This design comes from an exercise in tuning for a short achievable clock period and few clock cycles on the open sky130 flow, not from production work.
Only the layout flow was run in this run; the RTL was not checked for function there.
Power figures rest on the tool's default switching activity, not on a simulated workload.

--- flow/run.sh ---
#!/bin/bash
# synth_recipe.tcl (not shown) runs the flow's synth.tcl, then flattens the netlist and writes it again
# the make line also repeats each setting of config.mk as NAME=value (left out here)
make -C /OpenROAD-flow-scripts/flow DESIGN_CONFIG=/design/flow/config.mk WORK_HOME=/design/flow/orfs CLKGATE_MAP_FILE= SYNTH_SCRIPT=/design/flow/synth_recipe.tcl finish
--- flow/config.mk ---
export PLATFORM = sky130hd
export DESIGN_NAME = riscv_core
export DESIGN_NICKNAME = riscv_core
export VERILOG_FILES = /design/flow/design.v
export SDC_FILE = /design/flow/constraint.sdc
export NUM_CORES = 4
export LEC_CHECK = 0
export ABC_AREA = 0
export ABC_CLOCK_PERIOD_IN_PS = 3000
export CAP_MARGIN = 20
export CORE_MARGIN = 2
export CORE_UTILIZATION = 40
export SETUP_SLACK_MARGIN = 5
export SLEW_MARGIN = 20
--- flow/constraint.sdc ---
create_clock -name core_clock -period 9.0 [get_ports {clk}]
set_input_delay 1.8000 -clock core_clock [delete_from_list [all_inputs] [get_ports {clk}]]
set_output_delay 1.8000 -clock core_clock [all_outputs]
set_load 0.01 [all_outputs]
--- flow/design.v ---
package isa_pkg;
	localparam int xlen = 32;
	localparam int reg_count = 32;
	localparam int reg_addr_w = 5;
	typedef logic [xlen-1:0] word_t;
	typedef logic [reg_addr_w-1:0] reg_addr_t;
	typedef logic [31:0] instr_t;
	localparam logic [6:0] op_reg = 7'b0110011;
	localparam logic [6:0] op_imm = 7'b0010011;
	localparam logic [6:0] op_lui = 7'b0110111;
	localparam logic [6:0] op_auipc = 7'b0010111;
	localparam logic [6:0] op_jal = 7'b1101111;
	localparam logic [6:0] op_branch = 7'b1100011;
	localparam logic [2:0] f3_add = 3'b000;
	localparam logic [2:0] f3_sll = 3'b001;
	localparam logic [2:0] f3_slt = 3'b010;
	localparam logic [2:0] f3_sltu = 3'b011;
	localparam logic [2:0] f3_xor = 3'b100;
	localparam logic [2:0] f3_srl = 3'b101;
	localparam logic [2:0] f3_or = 3'b110;
	localparam logic [2:0] f3_and = 3'b111;
	localparam logic [2:0] f3_beq = 3'b000;
	localparam logic [2:0] f3_bne = 3'b001;
	localparam logic [2:0] f3_blt = 3'b100;
	localparam logic [2:0] f3_bge = 3'b101;
	localparam logic [2:0] f3_bltu = 3'b110;
	localparam logic [2:0] f3_bgeu = 3'b111;
	localparam int funct7_alt_pos = 5;
endpackage
package core_pkg;
	typedef enum logic [2:0] {
		cls_reg,
		cls_imm,
		cls_lui,
		cls_auipc,
		cls_jal,
		cls_branch,
		cls_none
	} op_class_t;
	localparam logic [31:0] reset_pc = 32'h0000_0000;
	localparam logic [31:0] pc_step = 32'd4;
endpackage
module riscv_core (
	input logic clk,
	input logic reset,
	output logic [31:0] o_pc_addr,
	output logic o_pc_rd,
	input logic [31:0] i_pc_rddata,
	output logic [1023:0] o_arch_regs
);
	logic run;
	logic [31:0] fpc;
	logic d_req;
	logic [31:0] d_pc;
	logic x_valid;
	logic x_we;
	logic [4:0] x_rd;
	logic x_jal;
	logic x_br;
	logic x_pred;
	logic [2:0] x_f3;
	logic x_sub;
	logic x_sra;
	logic x_use_imm;
	logic [31:0] x_imm_res;
	logic [31:0] x_a;
	logic [31:0] x_b;
	logic [31:0] x_target;
	logic [31:0] x_pc8;
	logic [31:0] regs [1:31];
	logic [31:0] sum;
	logic [31:0] alu;
	logic [32:0] sr;
	logic [31:0] x_result;
	logic eq;
	logic lt;
	logic ltu;
	logic cond;
	logic x_t;
	logic x_redirect;
	logic [31:0] x_redirect_pc;
	assign sum = x_sub ? (x_a - x_b) : (x_a + x_b);
	assign eq = (x_a == x_b);
	assign lt = ($signed(x_a) < $signed(x_b));
	assign ltu = (x_a < x_b);
	always_comb begin
		case (x_f3)
			3'b000: alu = sum;
			3'b001: alu = x_a << x_b[4:0];
			3'b010: alu = {31'b0, lt};
			3'b011: alu = {31'b0, ltu};
			3'b100: alu = x_a ^ x_b;
			3'b101: alu = sr[31:0];
			3'b110: alu = x_a | x_b;
			default: alu = x_a & x_b;
		endcase
	end
	assign sr = $signed({x_sra & x_a[31], x_a}) >>> x_b[4:0];
	assign x_result = x_use_imm ? x_imm_res : alu;
	always_comb begin
		case (x_f3)
			3'b000: cond = eq;
			3'b001: cond = !eq;
			3'b100: cond = lt;
			3'b101: cond = !lt;
			3'b110: cond = ltu;
			3'b111: cond = !ltu;
			default: cond = 1'b0;
		endcase
	end
	assign x_t = x_jal || (x_br && cond);
	assign x_redirect = x_valid && (x_t != x_pred);
	assign x_redirect_pc = x_t ? x_target : x_pc8;
	logic [31:0] w;
	logic [6:0] opcode;
	logic [4:0] rs1;
	logic [4:0] rs2;
	logic [4:0] rd;
	logic [2:0] f3;
	logic is_reg;
	logic is_imm;
	logic is_lui;
	logic is_auipc;
	logic is_jal;
	logic is_br;
	logic [31:0] imm_i;
	logic [31:0] imm_u;
	logic [31:0] imm_b;
	logic [31:0] imm_j;
	logic [31:0] d_target;
	logic pred_br;
	logic d_pred;
	logic d_live;
	logic [31:0] rv1;
	logic [31:0] rv2;
	logic [31:0] fwd1;
	logic [31:0] fwd2;
	assign w = i_pc_rddata;
	assign opcode = w[6:0];
	assign rs1 = w[19:15];
	assign rs2 = w[24:20];
	assign rd = w[11:7];
	assign f3 = w[14:12];
	assign is_reg = (opcode == 7'b0110011);
	assign is_imm = (opcode == 7'b0010011);
	assign is_lui = (opcode == 7'b0110111);
	assign is_auipc = (opcode == 7'b0010111);
	assign is_jal = (opcode == 7'b1101111);
	assign is_br = (opcode == 7'b1100011);
	assign imm_i = {{20{w[31]}}, w[31:20]};
	assign imm_u = {w[31:12], 12'b0};
	assign imm_b = {{19{w[31]}}, w[31], w[7], w[30:25], w[11:8], 1'b0};
	assign imm_j = {{11{w[31]}}, w[31], w[19:12], w[20], w[30:21], 1'b0};
	assign d_target = d_pc + (is_jal ? imm_j : imm_b);
	always_comb begin
		if (rs1 == rs2) begin
			pred_br = (f3 == 3'b000) || (f3 == 3'b101) || (f3 == 3'b111);
		end else if (f3 == 3'b110 && rs2 == 5'd0) begin
			pred_br = 1'b0;
		end else if (f3 == 3'b111 && rs1 == 5'd0) begin
			pred_br = 1'b0;
		end else begin
			pred_br = !((f3 == 3'b000) || (f3 == 3'b010) || (f3 == 3'b011));
		end
	end
	assign d_pred = is_jal || (is_br && pred_br);
	assign d_live = d_req && !(x_valid && x_t);
	assign rv1 = (rs1 == 5'd0) ? 32'd0 : regs[rs1];
	assign rv2 = (rs2 == 5'd0) ? 32'd0 : regs[rs2];
	assign fwd1 = (x_valid && x_we && x_rd == rs1) ? x_result : rv1;
	assign fwd2 = (x_valid && x_we && x_rd == rs2) ? x_result : rv2;
	always_ff @(posedge clk) begin
		if (reset) begin
			run <= 1'b0;
			fpc <= 32'd0;
			d_req <= 1'b0;
			x_valid <= 1'b0;
		end else begin
			run <= 1'b1;
			d_req <= run && !x_redirect;
			if (x_redirect) begin
				fpc <= x_redirect_pc;
			end else if (d_live && d_pred) begin
				fpc <= d_target;
			end else if (run) begin
				fpc <= fpc + 32'd4;
			end
			x_valid <= d_live;
		end
	end
	always_ff @(posedge clk) begin
		d_pc <= fpc;
		x_pred <= d_pred && !x_redirect;
		x_we <= (is_reg || is_imm || is_lui || is_auipc || is_jal) && (rd != 5'd0);
		x_rd <= rd;
		x_jal <= is_jal;
		x_br <= is_br;
		x_f3 <= f3;
		x_sub <= is_reg && w[30];
		x_sra <= w[30];
		x_use_imm <= is_lui || is_auipc || is_jal;
		x_imm_res <= is_lui ? imm_u : (is_auipc ? (d_pc + imm_u) : (d_pc + 32'd4));
		x_a <= fwd1;
		x_b <= (is_reg || is_br) ? fwd2 : imm_i;
		x_target <= d_target;
		x_pc8 <= d_pc + 32'd8;
	end
	always_ff @(posedge clk) begin
		if (reset) begin
			for (int i = 1; i < 32; i++) begin
				regs[i] <= 32'd0;
			end
		end else if (x_valid && x_we) begin
			regs[x_rd] <= x_result;
		end
	end
	assign o_pc_addr = fpc;
	assign o_pc_rd = run;
	always_comb begin
		o_arch_regs[31:0] = 32'd0;
		for (int i = 1; i < 32; i++) begin
			o_arch_regs[i*32 +: 32] = regs[i];
		end
	end
endmodule
==> run notes <==
through the flow:
| stage | hold WS (ns) | utilization | setup WS (ns) |
|---|---|---|---|
| 2_1_floorplan | 0.345 | - | 4.18 |
| 3_3_place_gp | 0.371 | 0.476 | 2.82 |
| 3_5_place_dp | 0.375 | 0.476 | 2.82 |
| 4_1_cts | 0.376 | 0.526 | 4.56 |
| 5_1_grt | 0.385 | 0.543 | 4.43 |
| 6_report | 0.371 | 0.543 | 4.47 |
timing repair:
item | CTS | global route
buffers inserted | 118 | 58
pin swaps | 150 | 211
endpoints found under the setup margin | 1128 | 679
resized for setup | 465 | 535
gates cloned | 48 | 24
worst reg2reg max path: cells and delay by family (launching register included):
family                     cells  cell delay (ns)
AOI/OAI and AO/OA              8             1.76
adders and majority gates      2             0.54
buffers and inverters          6             1.00
DFF                            1             0.37
and+or+nand+nor                4             0.60
cell families after synthesis:
| family | after synthesis |
|---|---|
| AOI/OAI and AO/OA | 865 |
| DFF | 1265 |
| and+or+nand+nor | 1948 |
| other | 1 |
| xor gates and xnor gates | 158 |
| adders and majority gates | 153 |
| buffers and inverters | 739 |
| muxes | 815 |
power by group through the flow:
stage | sequential (mW) | combinational (mW) | clock (mW)
global placement | 6.91 | 3.31 | 0
detailed placement | 6.92 | 3.31 | 0
CTS | 6.80 | 3.89 | 6.23
floorplan | 6.87 | 1.69 | 0
global route | 6.82 | 4.42 | 6.45
finish | 6.82 | 4.42 | 6.26
how the worst max path moves through the flow:
stage          slack [ns]  cells past startpoint      endpoint            start
3_3_place_gp         2.82                     20       fpc[31]   i_pc_rddata[5]
6_report             4.47                     20  regs[16][30]           x_a[0]
4_1_cts              4.56                     19       fpc[13]           x_b[0]
3_5_place_dp         2.82                     20       fpc[31]   i_pc_rddata[5]
5_1_grt              4.43                     13       fpc[29]  i_pc_rddata[27]
2_1_floorplan        4.18                     19       fpc[31]  i_pc_rddata[21]
metal layers:
| layer | up-vias | share of wire |
|---|---|---|
| met5 | - | 0.000021 |
| li1 | 24544 | - |
| met2 | 5880 | 0.42 |
| met4 | 2 | 0.11 |
| met1 | 33544 | 0.34 |
| met3 | 1389 | 0.13 |
layout by cell type, fill, tap and decap left out, drive strengths merged, types with 43 or more instances in the layout:
cell type,synthesis,routed
buf,155,402
nor3,59,59
nand3,63,63
inv,157,168
nand2,330,330
a22o,53,53
clkinv,3,47
xnor2,98,98
mux2i,136,137
nor2,1277,1277
clkbuf,424,216
a21oi,211,212
xor2,60,60
o21ai,179,179
clkdlybuf4s50,0,1034
a21o,42,43
edfxtp,1024,1024
mux4,663,663
dfxtp,241,241
ha,149,149
flip-flops by register name, indices dropped and copies added (netlist names), 31 cells and up:
name and flops:
regs 1024, d_pc 32, fpc 32, x_a 32, x_b 32, x_imm_res 32, x_pc8 32, x_target 31
cell type report:
cell class / count / share of cell area
tap: 2370 / 0.0303
inverter: 160 / 0.00643
timing repair buffer: 1478 / 0.167
clock inverter: 74 / 0.00772
sequential: 1265 / 0.364
clock buffer: 196 / 0.0423
multi-input combinational: 3978 / 0.381
antenna: 13 / 0.000332
==> results_dict.tcl <==
set metrics [dict create \
    timing.final.crit_share 0.503 \
    placed_area_sq_um 85700 \
    tns_ns 0 \
    dr_total_vias 65359 \
    yosysSeqAreaShare 0.492 \
    ys_ff_latch 1265 \
    ant_nets 0 \
    cts_buffers 146 \
    path_clk_slew_ns 0.06 \
    top_usage_layer "met2" \
    slowest_delay_ns 0.47 \
    grt_pass1_wl_um 550000 \
    core_area_sq_um 180000 \
    clk_path_buf_depth 3 \
    power_frac_clock 0.358 \
    area.sequential_sq_um 35600 \
    drt_wl_total_um 424000 \
    antenna_found_initial 10 \
    io_pins 1091 \
    critPathMaxFanout 5 \
    setup_viol 0 \
    dieWidth_um 429 \
    fin_nets 7216 \
    power_density_nw_per_um2 179 \
    switchingPower_mw 5.65 \
    yosysWarnings 1 \
    synth_area_leader_cell "edfxtp_1" \
    post_layout_nonfiller_instances 9534 \
    ir_worst_vdd_v 0.000211 \
    cts.sinks 1265 \
    finClkSkew_ns 0.0375 \
    critPathBufInv 6 \
    die-area_sq_um 184000 \
    postSynthAreaPerCell_sq_um 12.2 \
    seq_power_share 0.390 \
    cp.required_ns 9.55 \
    grt_pass1_vias 60127 \
    synthMuxAreaShare 0.228 \
    path_cells "ha_4 -> fa_2 -> a21o_1 -> a21o_1 -> a2111o_1 -> a32o_2 -> nor4_4 -> buf_6 -> buf_12 -> o41ai_4 -> buf_4 -> a21o_1 -> a21oi_2 -> o41ai_2 -> and3_1 -> nor3_4 -> buf_12 -> buf_12 -> buf_16 -> nor2_1" \
    combPwrFrac 0.253 \
    endpoint_kind "flip-flop" \
    synth_compound_area_frac 0.0805 \
    synth_top_area_share 0.425 \
    whs_path_depth 0 \
    grt_max_degree 90 \
    total_power_mw 17.5 \
    synth_adder_area_share 0.0269 \
    drc 0 \
    cp.arrival_ns 5.07 \
    drtIter0Drc 10855 \
    place.gp.congestion 1.05 \
    firstDrtPassIters 8 \
    min_to "d_pc[1]" \
    wl_per_cell_um 44.5 \
    run_status "no timing/DRC/antenna violations" \
    die_height_um 429 \
    multi_input_area_sq_um 37300 \
    cts_hold_buf 0 \
    timing.rr.start "x_a[0]" \
    hold_viol 0 \
    rows 156 \
    dp_cells 9003 \
    track_usage 0.439 \
    initial_core_util 0.401 \
    dp_hpwl_um 281000 \
    yosys-top-cells-count "1,277 x nor2_1, 1,024 x edfxtp_1, 663 x mux4_2" \
    syn_to_final_growth_pct 35.3 \
    cts-root-buf "clkbuf_16" \
    final_area_sq_um 97900 \
    synth_top_family_by_area "multiplexers" \
    synth_edf_count 1024 \
    fin_crit_ns 4.53 \
    cts_tree "yes" \
    swShare 0.323 \
    final_layout_size_suffix_gt1_frac 0.267 \
    synth_area_leaders "edfxtp_1 43%, mux4_2 21%, dfxtp_1 6.7%" \
    report.final.slew_viol_count 0 \
    tightest_slew_ns 1.22 \
    netlist_area_sq_um 72300 \
    path_delay_family "compound AO/OA/AOI/OAI gates" \
    yosysMostFrequentCell "nor2_1" \
    synth_flop_cell "edfxtp_1" \
    grt.met2_usage 0.638 \
    syn_inst 5944 \
    portBuffers 1058 \
    relSlewSlack 0.176 \
    vias_per_cell 6.86 \
    p_leak_nw 35.9 \
    h-tree-depth 4 \
    p_int_mw 11.9 \
    reg2reg_depth 20 \
    synth-simple-area-share 0.113 \
    synthDistinctLibCells 88 \
    min-delay-path-class "reg -> reg" \
    fillers 15202 \
    r2r_slack_ns 4.47 \
    min_from "fpc[1]" \
    fmax_mhz 221 \
    async_flop_share 0 \
    rsz0062_at_grt "yes" \
    crit_type "reg -> reg" \
    grt.met1_usage 0.538 \
    r2r_end "regs[16][30]" \
    gr-total-overflow 0 \
    cap_violations 0 \
    crit_slowest_cell "a2111o_1" \
    grt_use_met3 0.135 \
    clkLatencyLatePin_ns 0.85 \
    cp-start-kind "flip-flop" \
    synth-xor-area-share 0.0191 \
]

## re-timing with driven ports
Ports are ideal in the flow. The routed layout listed here was re-timed in OpenROAD.
Step 1, drivers: a clkbuf_16 drives clk and a buf_2 each remaining input, both assumed.
Step 2, shift: input delay + t, output delay - t, t = (earliest + latest rising clock arrival at the registers) / 2. This alone moves slack from input paths to output paths.
Slacks: no drivers / after step 1 / after step 2; pairs: no drivers / after step 1.
t, ns: 0.934
setup slack, ns: 4.473 / 4.473 / 3.703
worst register clock-pin slew, ns: 0.07 / 0.07
worst slew at a driven data input, ns: 0.07
cell pins on the clock port's net: 1
After both steps this run still meets setup and hold. For this run, drivers alone change the setup slack by 0.000 ns; drivers and shift together by -0.770 ns.
